This design comes from an exercise in tuning for small area on the open sky130 flow, not from production work. Function was checked by simulation only, so behaviour that the tests miss may differ from the original. Power is estimated from default activity; no workload was simulated.

Design sha256_hasher, start of the top module:
module sha256_hasher (
  input  wire logic                     clk,
  input  wire logic                     block_load,
  input  wire logic                     block_start,
  input  wire logic                     message_load,
  input  wire sha256_pkg::sha256_block_t block,
  output logic                          block_ready,
  output logic                          done,
  output sha256_pkg::sha256_state_t     hash,
  output sha256_pkg::block_count_t      block_count
);
  logic               load, expand, rounds, feed, init;
  logic [2:0]         i;
  logic [5:0]         round;
  sha256_pkg::digit_t head, h_tail, iv, w_t;
  hash_chain_ctrl u_ctrl (
    .clk          (clk),
    .block_load   (block_load),
    .block_start  (block_start),
    .message_load (message_load),
    .head         (head),
    .load         (load),
    .expand       (expand),
    .i            (i),
    .round        (round),
    .rounds       (rounds),
    .feed         (feed),
    .init         (init),
    .h_tail       (h_tail),
    .iv           (iv),
    .chain_value  (hash),
    .block_ready  (block_ready),
    .done         (done),
    .block_count  (block_count)
  ...
Size: roughly 2,500 cells after synthesis, roughly 1,100 flip-flops, ~32,000 um2 of cells after synthesis.
==> flow/config.mk <==
export PLATFORM = sky130hd
export DESIGN_NAME = sha256_hasher
export DESIGN_NICKNAME = sha256_hasher
export VERILOG_FILES = /design/flow/design.v
export SDC_FILE = /design/flow/constraint.sdc
export NUM_CORES = 4
export LEC_CHECK = 0
export CAP_MARGIN = 20
export CORE_MARGIN = 2
export CORE_UTILIZATION = 72
export PLACE_DENSITY = 0.8
export SLEW_MARGIN = 20
==> flow/constraint.sdc <==
create_clock -name core_clock -period 10.0 [get_ports {clk}]
set_input_delay 2.0000 -clock core_clock [delete_from_list [all_inputs] [get_ports {clk}]]
set_output_delay 2.0000 -clock core_clock [all_outputs]
set_load 0.01 [all_outputs]
standard.sh (not shown) runs the stock make flow with config.mk's settings and CLKGATE_MAP_FILE= SYNTH_SCRIPT=/design/flow/synth_recipe.tcl, a recipe that flattens the netlist after the stock synthesis.
==> flow/flow/run.sh <==
#!/bin/bash
# The standard layout with three changes: ABC maps the logic for area
# (flow/abc_map.script, in a copy of the ORFS scripts), the ports get the
# smallest buffer, and the clock tree uses small buffers and no dummy
# loads. Each tool's output stays in orfs/logs; make's own output goes
# to flow_make.log here.
set -euo pipefail
rm -rf scripts_area
cp -r "$FLOW_HOME/scripts" scripts_area
cp flow/abc_map.script scripts_area/abc_speed.script
export BUFFER_PORTS_ARGS="-buffer_cell sky130_fd_sc_hd__buf_1"
export CTS_ARGS="-sink_clustering_enable -repair_clock_nets -dont_use_dummy_load -buf_list sky130_fd_sc_hd__clkbuf_4 -root_buf sky130_fd_sc_hd__clkbuf_16 -tree_buf sky130_fd_sc_hd__clkbuf_16 -sink_clustering_size 8 -sink_clustering_max_diameter 50"
bash standard.sh SCRIPTS_DIR="$PWD/scripts_area" finish > flow_make.log 2>&1
==> flow/flow/abc_map.script <==
strash
dc2
dch -f
amap
topo
The baseline did not get past 3_2_place_iop.
==> next run, changes <==
==> flow/flow/run.sh (replaced) <==
#!/bin/bash
# The standard layout, with the smallest buffer on the ports and no
# dummy loads in the clock tree. Each tool's output stays in orfs/logs;
# make's own output goes to flow_make.log here.
set -euo pipefail
export BUFFER_PORTS_ARGS="-buffer_cell sky130_fd_sc_hd__buf_1"
export CTS_ARGS="-sink_clustering_enable -repair_clock_nets -dont_use_dummy_load"
bash standard.sh finish > flow_make.log 2>&1
Settings changed: CORE_UTILIZATION 72 to 60, CTS_BUF_LIST from default to sky130_fd_sc_hd__clkbuf_4, PLACE_DENSITY 0.8 to 0.7.
removed: flow/flow/abc_map.script
What happened: Now the flow finished with timing, DRC and antenna clean. Synthesized area came out higher by 4.5%. Synthesized cell count rose by 3.7%.
==> next run, changes <==
==> flow/flow/run.sh (replaced) <==
#!/bin/bash
# The standard layout with three changes: ABC maps the logic for area
# (flow/abc_map.script, in a copy of the ORFS scripts), the ports get the
# smallest buffer, and the clock tree uses small buffers and no dummy
# loads. Each tool's output stays in orfs/logs; make's own output goes
# to flow_make.log here.
set -euo pipefail
rm -rf scripts_area
cp -r "$FLOW_HOME/scripts" scripts_area
cp flow/abc_map.script scripts_area/abc_speed.script
export BUFFER_PORTS_ARGS="-buffer_cell sky130_fd_sc_hd__buf_1"
export CTS_ARGS="-sink_clustering_enable -repair_clock_nets -dont_use_dummy_load -buf_list sky130_fd_sc_hd__clkbuf_4 -root_buf sky130_fd_sc_hd__clkbuf_16 -tree_buf sky130_fd_sc_hd__clkbuf_16 -sink_clustering_size 10 -sink_clustering_max_diameter 60"
bash standard.sh SCRIPTS_DIR="$PWD/scripts_area" finish > flow_make.log 2>&1
==> flow/flow/abc_map.script (new file) <==
strash
dc2
dch -f
amap
topo
Settings changed: CTS_BUF_LIST sky130_fd_sc_hd__clkbuf_4 to default.
Critical path depth grows by 1.
Sequential cell count stays the same.
Global-route usage increases by 1.2 points.
Routed wire length is lower by a few percent.
Sequential power barely changes.
Count of clock-buffer cells in the layout goes up by 22.
Design area shrinks by a few percent.

-- port drivers added, routing unchanged --
No port has a modelled driver above. Below, the same layouts with a new extraction and two added sets of constraints. Step 1 sets driving cells, clkbuf_16 on the clock port and buf_2 on the other inputs (assumed; they add their load-dependent delay and slew). Step 2 also shifts input and output timing later by t, the mid clock arrival at the registers, as if the neighbouring blocks saw the same clock. Slacks: ideal / step 1 / step 2; pairs: ideal / step 1.
run | t, ns | setup slack, ns | worst setup path after step 2 | clock arrival spread, ns
the second run | 0.686 | 2.598 / 2.598 / 2.598 | register to register | 0.100 / 0.101
the third run | 0.663 | 1.436 / 1.436 / 1.436 | register to register | 0.099 / 0.098
After both steps setup and hold are still met in every run listed.
